Background: an optimization exercise with open tools, aiming at small area. Do not read the settings as production practice. RTL that was checked went through simulation tests only; none was proved equivalent to the original.

==> flow/design.v <==
module transpose_skew_buffer #(
    parameter int DIM  = 8,
    parameter int BITS = 8,
    parameter int SKEW = 1
) (
    input  logic                     clk,
    input  logic                     rst_n,
    input  logic                     clr,
    input  logic                     wr_valid,
    output logic                     wr_ready,
    input  logic [DIM-1:0][BITS-1:0] wr_data,
    input  logic                     mode,
    input  logic                     en,
    output logic [DIM-1:0][BITS-1:0] Aout,
    output logic                     out_valid,
    output logic                     tile_done,
    output logic                     busy
);
    localparam int LAST = 2*DIM-2;         
    localparam int JW   = DIM;             
    localparam int IW   = (DIM > 1) ? $clog2(DIM) : 1;
    logic [BITS-1:0]          wbuf [DIM][DIM];
    logic [BITS-1:0]          dbuf [DIM][DIM];
    logic [BITS-1:0]          last_reg;
    logic                     mode_reg;
    logic [1:0]               full_reg;
    logic                     wr_bank_reg;
    logic                     rd_bank_reg;
    logic [IW-1:0]            wr_idx_reg;
    logic [JW-1:0]            step0_reg;    
    logic [JW-1:0]            step1_reg;    
    logic [JW-1:0]            step_cur;
    logic                     busy_reg;
    logic                     shown_reg;    
    logic                     out_valid_reg;
    logic                     tile_done_reg;
    function automatic logic jis(input logic [JW-1:0] j, input int s);
        if (s == 0)       jis = !j[JW-1] && !j[0];
        else if (s < JW)  jis =  j[s-1] && !j[s];
        else if (s == JW) jis =  j[JW-1] && j[0];
        else              jis = !j[s-JW-1] && j[s-JW];
    endfunction
    logic                     wr_take;
    logic                     wr_fire;
    logic                     drain_fire;
    logic                     last_step;
    logic                     start_idle;
    logic                     start_next;
    logic                     load;
    logic [1:0]               full_set;
    logic [1:0]               full_clr;
    assign wr_take    = wr_valid && !full_reg[wr_bank_reg];
    assign wr_fire    = wr_take && !clr;
    assign drain_fire = busy_reg && en;
    assign step_cur   = step0_reg | step1_reg;
    assign last_step  = jis(step_cur, LAST);
    assign start_idle = !busy_reg && full_reg[rd_bank_reg];
    assign start_next = drain_fire && last_step && full_reg[~rd_bank_reg];
    assign load       = start_idle || start_next;
    assign full_set   = (wr_fire && wr_idx_reg == IW'(DIM-1)) ? (2'b01 << wr_bank_reg) : 2'b00;
    assign full_clr   = (drain_fire && last_step) ? (2'b01 << rd_bank_reg) : 2'b00;
    always_ff @(posedge clk) begin
        for (int r = 0; r < DIM; r++)
            if (wr_take && wr_idx_reg == IW'(r))
                for (int c = 0; c < DIM; c++)
                    wbuf[r][c] <= wr_data[DIM-1-c];
    end
    always_ff @(posedge clk) begin
        if (load) begin
            mode_reg <= mode;
            for (int r = 0; r < DIM; r++)
                for (int c = 0; c < DIM; c++)
                    dbuf[r][c] <= wbuf[r][c];
        end
    end
    always_ff @(posedge clk) begin
        if (drain_fire && last_step)
            last_reg <= dbuf[DIM-1][DIM-1];
    end
    always_ff @(posedge clk or negedge rst_n) begin
        if (!rst_n) begin
            full_reg      <= '0;
            wr_bank_reg   <= 1'b0;
            rd_bank_reg   <= 1'b0;
            wr_idx_reg    <= '0;
            step0_reg     <= '0;
            step1_reg     <= '0;
            busy_reg      <= 1'b0;
            shown_reg     <= 1'b0;
            out_valid_reg <= 1'b0;
            tile_done_reg <= 1'b0;
        end else if (clr) begin
            full_reg      <= '0;
            wr_bank_reg   <= 1'b0;
            rd_bank_reg   <= 1'b0;
            wr_idx_reg    <= '0;
            step0_reg     <= '0;
            step1_reg     <= '0;
            busy_reg      <= 1'b0;
            shown_reg     <= 1'b0;
            out_valid_reg <= 1'b0;
            tile_done_reg <= 1'b0;
        end else begin
            full_reg <= (full_reg & ~full_clr) | full_set;
            if (wr_fire) begin
                wr_idx_reg <= wr_idx_reg + 1'b1;
                if (wr_idx_reg == IW'(DIM-1))
                    wr_bank_reg <= ~wr_bank_reg;
            end
            out_valid_reg <= drain_fire;
            tile_done_reg <= drain_fire && last_step;
            if (start_idle) begin
                busy_reg <= 1'b1;
            end else if (drain_fire) begin
                if (last_step) begin
                    shown_reg   <= 1'b1;
                    rd_bank_reg <= ~rd_bank_reg;
                    step0_reg   <= '0;
                    step1_reg   <= '0;
                    if (!full_reg[~rd_bank_reg])
                        busy_reg <= 1'b0;
                end else begin
                    if (mode_reg)
                        step1_reg <= {step1_reg[JW-2:0], ~step1_reg[JW-1]};
                    else
                        step0_reg <= {step0_reg[JW-2:0], ~step0_reg[JW-1]};
                end
            end
        end
    end
    logic            mid;
    logic [LAST:0]   sel_row;    
    logic [LAST:0]   sel_col;    
    assign mid = step_cur[0] || step_cur[JW-1];
    always_comb begin
        for (int t = 0; t <= LAST; t++) begin
            sel_row[t] = jis(step0_reg, t + 1);
            sel_col[t] = jis(step1_reg, t + 1);
        end
    end
    for (genvar gi = 0; gi < DIM; gi++) begin : g_lane
        logic [BITS-1:0] elem;
        always_comb begin
            elem = '0;
            for (int k = 0; k < DIM; k++) begin
                if (gi + k <= LAST - 1) begin
                    elem = elem | ({BITS{sel_row[gi + k]}} & dbuf[gi][k])
                                | ({BITS{sel_col[gi + k]}} & dbuf[k][gi]);
                end
            end
            if (gi == DIM-1)
                elem = elem | ({BITS{shown_reg && !mid}} & last_reg);
        end
        assign Aout[gi] = elem;
    end
    assign wr_ready  = !full_reg[wr_bank_reg];
    assign out_valid = out_valid_reg;
    assign tile_done = tile_done_reg;
    assign busy      = busy_reg;
endmodule
Settings: LEC_CHECK=0, CAP_MARGIN=20, CORE_MARGIN=2, CORE_UTILIZATION=80, CTS_BUF_LIST=sky130_fd_sc_hd__clkbuf_16, CTS_CLUSTER_DIAMETER=60, CTS_CLUSTER_SIZE=22, SETUP_SLACK_MARGIN=0.1, SLEW_MARGIN=20; clock period 5.0 ns.
standard.sh (not shown) runs the stock make flow with config.mk's settings and CLKGATE_MAP_FILE= SYNTH_SCRIPT=/design/flow/synth_recipe.tcl, a recipe that flattens the netlist after the stock synthesis.
==> flow/flow/run.sh <==
#!/bin/bash
# The standard layout (standard.sh) with two changes:
#  - synthesis maps the combinational logic with an area-oriented abc script
#    (flow/synth.tcl wraps synth_recipe.tcl, which is otherwise unchanged);
#  - the port buffers that global placement inserts are made from the smallest buffer
#    instead of the flow's default choice. Every input and output port still gets one.
# Each step's full output is in orfs/logs/ as usual; make's output is in *_flow.log.
set -euo pipefail
cd "$(dirname "$0")/.."
here=$(pwd)
sed -e "s#SYNTH_SCRIPT=[^ ]*#SYNTH_SCRIPT=$here/flow/synth.tcl#" standard.sh > own_synth.sh
bash own_synth.sh synth > synth_flow.log 2>&1
export BUFFER_PORTS_ARGS="-buffer_cell sky130_fd_sc_hd__buf_1"
bash standard.sh > standard_flow.log 2>&1
==> flow/flow/area.abc <==
&get -n
&st
&syn2
&dch
&nf -a -R 1000
&put
==> flow/flow/synth.tcl <==
# The standard flow's synthesis script (synth_recipe.tcl, unchanged), with Yosys's abc pass given an
# area-oriented mapping script (flow/area.abc) in place of ORFS's speed script. Only the
# combinational logic between the registers is mapped by abc; the registers, their names
# and cell types come from the steps before it, as in the standard synthesis.
set ::own_abc_script [file join [file dirname [info script]] area.abc]
proc abc {args} {
  set i [lsearch -exact $args -script]
  if { $i >= 0 } {
    lset args [expr {$i + 1}] $::own_abc_script
  }
  yosys abc {*}$args
}
source [file join [file dirname [file dirname [info script]]] synth_recipe.tcl]
==> next run, changes <==
--- a/flow/design.v
+++ b/flow/design.v
@@ -59,19 +59,22 @@
     assign load       = start_idle || start_next;
     assign full_set   = (wr_fire && wr_idx_reg == IW'(DIM-1)) ? (2'b01 << wr_bank_reg) : 2'b00;
     assign full_clr   = (drain_fire && last_step) ? (2'b01 << rd_bank_reg) : 2'b00;
     always_ff @(posedge clk) begin
-        for (int r = 0; r < DIM; r++)
-            if (wr_take && wr_idx_reg == IW'(r))
+        if (wr_take) begin
+            for (int c = 0; c < DIM; c++)
+                wbuf[0][c] <= wr_data[DIM-1-c];
+            for (int r = 1; r < DIM; r++)
                 for (int c = 0; c < DIM; c++)
-                    wbuf[r][c] <= wr_data[DIM-1-c];
+                    wbuf[r][c] <= wbuf[r-1][c];
+        end
     end
     always_ff @(posedge clk) begin
         if (load) begin
             mode_reg <= mode;
             for (int r = 0; r < DIM; r++)
                 for (int c = 0; c < DIM; c++)
-                    dbuf[r][c] <= wbuf[r][c];
+                    dbuf[r][c] <= wbuf[DIM-1-r][c];
         end
     end
     always_ff @(posedge clk) begin
         if (drain_fire && last_step)
Final cell count is lower by a few percent.
Cell area decreases slightly.
Worst setup slack is worse by 88 ps.
Critical path depth goes down by 1.
Synthesized cell count is lower slightly.
The RTL of the second run of this note was laid out without a check of its function.

run F:
transpose_skew_buffer, a different RTL version from the one above (not shown whole).
Size in the first run: ~1100 flip-flops, roughly 0.036 mm2 of cells after synthesis.
==> module transpose_skew_buffer, before the edit <==
module transpose_skew_buffer #(
    parameter int DIM  = 8,
    parameter int BITS = 8,
    parameter int SKEW = 1
) (
    input  logic                     clk,
    input  logic                     rst_n,
    input  logic                     clr,
    input  logic                     wr_valid,
    output logic                     wr_ready,
    input  logic [DIM-1:0][BITS-1:0] wr_data,
    input  logic                     mode,
    input  logic                     en,
    output logic [DIM-1:0][BITS-1:0] Aout,
    output logic                     out_valid,
    output logic                     tile_done,
    output logic                     busy
);
    localparam int LAST = 2*DIM-2;         
    localparam int JW   = DIM;             
    localparam int IW   = (DIM > 1) ? $clog2(DIM) : 1;
    logic [BITS-1:0]          wbuf [DIM][DIM];
    logic [BITS-1:0]          dbuf [DIM][DIM];
    logic [BITS-1:0]          last_reg;
    logic                     mode_reg;
    logic [1:0]               full_reg;
    logic                     wr_bank_reg;
    logic                     rd_bank_reg;
    logic [IW-1:0]            wr_idx_reg;
    logic [JW-1:0]            step_reg;
    logic                     busy_reg;
    logic                     shown_reg;    
    logic                     out_valid_reg;
    logic                     tile_done_reg;
    function automatic logic jis(input logic [JW-1:0] j, input int s);
        if (s == 0)       jis = !j[JW-1] && !j[0];
        else if (s < JW)  jis =  j[s-1] && !j[s];
        else if (s == JW) jis =  j[JW-1] && j[0];
        else              jis = !j[s-JW-1] && j[s-JW];
    endfunction
    logic                     wr_take;
    logic                     wr_fire;
    logic                     drain_fire;
    logic                     last_step;
    logic                     start_idle;
    logic                     start_next;
    logic                     load;
    logic [1:0]               full_set;
    logic [1:0]               full_clr;
    assign wr_take    = wr_valid && !full_reg[wr_bank_reg];
    assign wr_fire    = wr_take && !clr;
    assign drain_fire = busy_reg && en;
    assign last_step  = jis(step_reg, LAST);
    assign start_idle = !busy_reg && full_reg[rd_bank_reg];
    assign start_next = drain_fire && last_step && full_reg[~rd_bank_reg];
    assign load       = start_idle || start_next;
    assign full_set   = (wr_fire && wr_idx_reg == IW'(DIM-1)) ? (2'b01 << wr_bank_reg) : 2'b00;
    assign full_clr   = (drain_fire && last_step) ? (2'b01 << rd_bank_reg) : 2'b00;
    always_ff @(posedge clk) begin
        if (wr_take) begin
            for (int c = 0; c < DIM; c++)
                wbuf[0][c] <= wr_data[DIM-1-c];
            for (int r = 1; r < DIM; r++)
                for (int c = 0; c < DIM; c++)
                    wbuf[r][c] <= wbuf[r-1][c];
        end
    end
    always_ff @(posedge clk) begin
        if (load) begin
            mode_reg <= mode;
            for (int r = 0; r < DIM; r++)
                for (int c = 0; c < DIM; c++)
                    dbuf[r][c] <= wbuf[DIM-1-r][c];
        end
    end
    always_ff @(posedge clk) begin
        if (drain_fire && last_step)
            last_reg <= dbuf[DIM-1][DIM-1];
    end
    always_ff @(posedge clk or negedge rst_n) begin
        if (!rst_n) begin
            full_reg      <= '0;
            wr_bank_reg   <= 1'b0;
            rd_bank_reg   <= 1'b0;
            wr_idx_reg    <= '0;
            step_reg      <= '0;
            busy_reg      <= 1'b0;
            shown_reg     <= 1'b0;
            out_valid_reg <= 1'b0;
            tile_done_reg <= 1'b0;
        end else if (clr) begin
            full_reg      <= '0;
            wr_bank_reg   <= 1'b0;
            rd_bank_reg   <= 1'b0;
            wr_idx_reg    <= '0;
            step_reg      <= '0;
            busy_reg      <= 1'b0;
            shown_reg     <= 1'b0;
            out_valid_reg <= 1'b0;
            tile_done_reg <= 1'b0;
        end else begin
            full_reg <= (full_reg & ~full_clr) | full_set;
            if (wr_fire) begin
                wr_idx_reg <= wr_idx_reg + 1'b1;
                if (wr_idx_reg == IW'(DIM-1))
                    wr_bank_reg <= ~wr_bank_reg;
            end
            out_valid_reg <= drain_fire;
            tile_done_reg <= drain_fire && last_step;
            if (start_idle) begin
                busy_reg <= 1'b1;
            end else if (drain_fire) begin
                if (last_step) begin
                    shown_reg   <= 1'b1;
                    rd_bank_reg <= ~rd_bank_reg;
                    step_reg    <= '0;
                    if (!full_reg[~rd_bank_reg])
                        busy_reg <= 1'b0;
                end else begin
                    step_reg <= {step_reg[JW-2:0], ~step_reg[JW-1]};
                end
            end
        end
    end
    logic            mid;
    logic [LAST:0]   sel_row;    
    logic [LAST:0]   sel_col;    
    assign mid = step_reg[0] || step_reg[JW-1];
    always_comb begin
        for (int t = 0; t <= LAST; t++) begin
            sel_row[t] = jis(step_reg, t + 1) && !mode_reg;
            sel_col[t] = jis(step_reg, t + 1) &&  mode_reg;
        end
    end
    localparam int NSEL = 2*DIM - 1;
    for (genvar gi = 0; gi < DIM; gi++) begin : g_lane
        logic [NSEL-1:0]           csel;
        logic [NSEL*BITS-1:0]      cdat;    
        always_comb begin
            int j;
            csel = '0;
            cdat = '0;
            j = 0;
            for (int k = 0; k < DIM; k++) begin
                if (gi + k <= LAST - 1) begin
                    csel[j] = (k == gi) ? jis(step_reg, gi + k + 1) : sel_row[gi + k];
                    cdat[j*BITS +: BITS] = dbuf[gi][k];
                    j = j + 1;
                    if (k != gi) begin
                        csel[j] = sel_col[gi + k];
                        cdat[j*BITS +: BITS] = dbuf[k][gi];
                        j = j + 1;
                    end
                end
            end
            if (gi == DIM-1) begin
                csel[j] = shown_reg && !mid;
                cdat[j*BITS +: BITS] = last_reg;
            end
        end
        tsb_onehot_mux #(.N(NSEL), .W(BITS)) u_mux (.sel(csel), .dat(cdat), .y(Aout[gi]));
    end
    assign wr_ready  = !full_reg[wr_bank_reg];
    assign out_valid = out_valid_reg;
    assign tile_done = tile_done_reg;
    assign busy      = busy_reg;
endmodule
==> flow/config.mk <==
export PLATFORM = sky130hd
export DESIGN_NAME = transpose_skew_buffer
export DESIGN_NICKNAME = transpose_skew_buffer
export VERILOG_FILES = /design/flow/design.v
export SDC_FILE = /design/flow/constraint.sdc
export NUM_CORES = 4
export LEC_CHECK = 0
export CAP_MARGIN = 20
export CORE_MARGIN = 2
export CORE_UTILIZATION = 80
export CTS_BUF_LIST = sky130_fd_sc_hd__clkbuf_16
export CTS_CLUSTER_DIAMETER = 60
export CTS_CLUSTER_SIZE = 22
export SETUP_SLACK_MARGIN = 0.1
export SLEW_MARGIN = 20
==> flow/constraint.sdc <==
create_clock -name core_clock -period 5.0 [get_ports {clk}]
set_input_delay 1.0000 -clock core_clock [delete_from_list [all_inputs] [get_ports {clk}]]
set_output_delay 1.0000 -clock core_clock [all_outputs]
set_load 0.01 [all_outputs]
==> flow/flow/run.sh <==
#!/bin/bash
# The standard layout (standard.sh) with these changes:
#  - the lane selector module tsb_onehot_mux is synthesized from its gate-level version
#    flow/onehot_mux_cells.v (same function as the RTL's behavioural module);
#  - synthesis maps the rest of the combinational logic with an area-oriented abc script
#    (flow/synth.tcl wraps synth_recipe.tcl, which is otherwise unchanged);
#  - the port buffers that global placement inserts are made from the smallest buffer
#    instead of the flow's default choice. Every input and output port still gets one.
# Each step's full output is in orfs/logs/ as usual; make's output is in *_flow.log.
set -euo pipefail
cd "$(dirname "$0")/.."
here=$(pwd)
grep -q '^module tsb_onehot_mux' design.v
awk '/^module tsb_onehot_mux/{skip=1} !skip{print} skip&&/^endmodule/{skip=0}' design.v > design_own.v
cat flow/onehot_mux_cells.v >> design_own.v
sed -e "s#SYNTH_SCRIPT=[^ ]*#SYNTH_SCRIPT=$here/flow/synth.tcl VERILOG_FILES=$here/design_own.v#" standard.sh > own_synth.sh
bash own_synth.sh synth > synth_flow.log 2>&1
export BUFFER_PORTS_ARGS="-buffer_cell sky130_fd_sc_hd__buf_1"
bash standard.sh > standard_flow.log 2>&1
==> flow/flow/onehot_mux_cells.v <==
// Gate-level version of tsb_onehot_mux (the one-hot AND-OR lane selector) for 15
// candidates, used by flow/run.sh in place of the RTL's behavioural module: per output
// bit, five a222oi cells each AND-OR three candidates, and an and3 + nand3 OR the five
// inverted results. Same function as the RTL module.
module tsb_onehot_mux #(
    parameter int N = 15,
    parameter int W = 8
) (
    input  wire [N-1:0]   sel,
    input  wire [N*W-1:0] dat,
    output wire [W-1:0]   y
);
    for (genvar b = 0; b < W; b++) begin : g_bit
        wire [4:0] n;
        wire       m;
        for (genvar g = 0; g < 5; g++) begin : g_grp
            sky130_fd_sc_hd__a222oi_1 u_aoi (
                .A1(sel[3*g]),   .A2(dat[(3*g)*W + b]),
                .B1(sel[3*g+1]), .B2(dat[(3*g+1)*W + b]),
                .C1(sel[3*g+2]), .C2(dat[(3*g+2)*W + b]),
                .Y(n[g]));
        end
        sky130_fd_sc_hd__and3_1  u_and  (.A(n[0]), .B(n[1]), .C(n[2]), .X(m));
        sky130_fd_sc_hd__nand3_1 u_nand (.A(m), .B(n[3]), .C(n[4]), .Y(y[b]));
    end
endmodule
Scripts as last shown in full above: flow/flow/area.abc, flow/flow/synth.tcl
The following lists how run X was set up differently from run F:
--- a/flow/design.v
+++ b/flow/design.v
@@ -24,13 +24,15 @@
     logic [BITS-1:0]          last_reg;
     logic                     mode_reg;
     logic [1:0]               full_reg;
     logic                     wr_bank_reg;
     logic                     rd_bank_reg;
     logic [IW-1:0]            wr_idx_reg;
-    logic [JW-1:0]            step_reg;
+    logic [JW-1:0]            step0_reg;    
+    logic [JW-1:0]            step1_reg;    
+    logic [JW-1:0]            step_cur;
     logic                     busy_reg;
     logic                     shown_reg;    
     logic                     out_valid_reg;
     logic                     tile_done_reg;
     function automatic logic jis(input logic [JW-1:0] j, input int s);
         if (s == 0)       jis = !j[JW-1] && !j[0];
@@ -47,13 +49,14 @@
     logic                     load;
     logic [1:0]               full_set;
     logic [1:0]               full_clr;
     assign wr_take    = wr_valid && !full_reg[wr_bank_reg];
     assign wr_fire    = wr_take && !clr;
     assign drain_fire = busy_reg && en;
-    assign last_step  = jis(step_reg, LAST);
+    assign step_cur   = step0_reg | step1_reg;
+    assign last_step  = jis(step_cur, LAST);
     assign start_idle = !busy_reg && full_reg[rd_bank_reg];
     assign start_next = drain_fire && last_step && full_reg[~rd_bank_reg];
     assign load       = start_idle || start_next;
     assign full_set   = (wr_fire && wr_idx_reg == IW'(DIM-1)) ? (2'b01 << wr_bank_reg) : 2'b00;
     assign full_clr   = (drain_fire && last_step) ? (2'b01 << rd_bank_reg) : 2'b00;
     always_ff @(posedge clk) begin
@@ -80,23 +83,25 @@
     always_ff @(posedge clk or negedge rst_n) begin
         if (!rst_n) begin
             full_reg      <= '0;
             wr_bank_reg   <= 1'b0;
             rd_bank_reg   <= 1'b0;
             wr_idx_reg    <= '0;
-            step_reg      <= '0;
+            step0_reg     <= '0;
+            step1_reg     <= '0;
             busy_reg      <= 1'b0;
             shown_reg     <= 1'b0;
             out_valid_reg <= 1'b0;
             tile_done_reg <= 1'b0;
         end else if (clr) begin
             full_reg      <= '0;
             wr_bank_reg   <= 1'b0;
             rd_bank_reg   <= 1'b0;
             wr_idx_reg    <= '0;
-            step_reg      <= '0;
+            step0_reg     <= '0;
+            step1_reg     <= '0;
             busy_reg      <= 1'b0;
             shown_reg     <= 1'b0;
             out_valid_reg <= 1'b0;
             tile_done_reg <= 1'b0;
         end else begin
             full_reg <= (full_reg & ~full_clr) | full_set;
@@ -110,29 +115,33 @@
             if (start_idle) begin
                 busy_reg <= 1'b1;
             end else if (drain_fire) begin
                 if (last_step) begin
                     shown_reg   <= 1'b1;
                     rd_bank_reg <= ~rd_bank_reg;
-                    step_reg    <= '0;
+                    step0_reg   <= '0;
+                    step1_reg   <= '0;
                     if (!full_reg[~rd_bank_reg])
                         busy_reg <= 1'b0;
                 end else begin
-                    step_reg <= {step_reg[JW-2:0], ~step_reg[JW-1]};
+                    if (mode_reg)
+                        step1_reg <= {step1_reg[JW-2:0], ~step1_reg[JW-1]};
+                    else
+                        step0_reg <= {step0_reg[JW-2:0], ~step0_reg[JW-1]};
                 end
             end
         end
     end
     logic            mid;
     logic [LAST:0]   sel_row;    
     logic [LAST:0]   sel_col;    
-    assign mid = step_reg[0] || step_reg[JW-1];
+    assign mid = step_cur[0] || step_cur[JW-1];
     always_comb begin
         for (int t = 0; t <= LAST; t++) begin
-            sel_row[t] = jis(step_reg, t + 1) && !mode_reg;
-            sel_col[t] = jis(step_reg, t + 1) &&  mode_reg;
+            sel_row[t] = jis(step0_reg, t + 1);
+            sel_col[t] = jis(step1_reg, t + 1);
         end
     end
     localparam int NSEL = 2*DIM - 1;
     for (genvar gi = 0; gi < DIM; gi++) begin : g_lane
         logic [NSEL-1:0]           csel;
         logic [NSEL*BITS-1:0]      cdat;    
@@ -140,13 +149,13 @@
             int j;
             csel = '0;
             cdat = '0;
             j = 0;
             for (int k = 0; k < DIM; k++) begin
                 if (gi + k <= LAST - 1) begin
-                    csel[j] = (k == gi) ? jis(step_reg, gi + k + 1) : sel_row[gi + k];
+                    csel[j] = (k == gi) ? (sel_row[gi + k] || sel_col[gi + k]) : sel_row[gi + k];
                     cdat[j*BITS +: BITS] = dbuf[gi][k];
                     j = j + 1;
                     if (k != gi) begin
                         csel[j] = sel_col[gi + k];
                         cdat[j*BITS +: BITS] = dbuf[k][gi];
                         j = j + 1;
==> comparison <==
Looking at the reports, run X completed the entire flow and the layout it produced met the timing, DRC and antenna checks. In the flow results for run F and run X, the hold slack is smaller on run F. Lower synthesized cell count goes to run F over run X. Relative to run F, the post-synthesis to final-layout area growth of run X is lower by 0.21 points. Of run F and run X, the higher flip-flop and latch count belongs to run X. Row compound-gate portion of the synthesized area: run X higher / run F lower. Maximum fanout along the worst path ended up 7 higher on run X than on run F.

separate check: timing with driven ports:
In the flow no input, the clock included, has a driving cell. The finished layouts below were timed again as built, in two steps.
Step 1 assumes that a clkbuf_16 drives the clock port and a buf_2 every other input.
Step 2 adds t to the input delays and takes it off the output delays; t is the mean of the earliest and latest rising clock arrival at the registers after step 1. Input paths then give back, and output paths get back, about the clock's delay inside the block.
a / b / c = no drivers / after step 1 / after step 2; a / b = the first two.
run | t (ns) | slack for setup (ns) | worst data-port slew with drivers (ns)
the first run of note 1 | 0.698 | 0.608 / 0.544 / 1.243 | 0.09
the second run of note 1 | 0.697 | 0.520 / 0.458 / 1.154 | 0.08
run F | 0.691 | 0.057 / -0.004 / 0.687 | 0.06
run X | 0.688 | 0.689 / 0.629 / 1.317 | 0.12
After both steps every run listed still meets setup and hold.
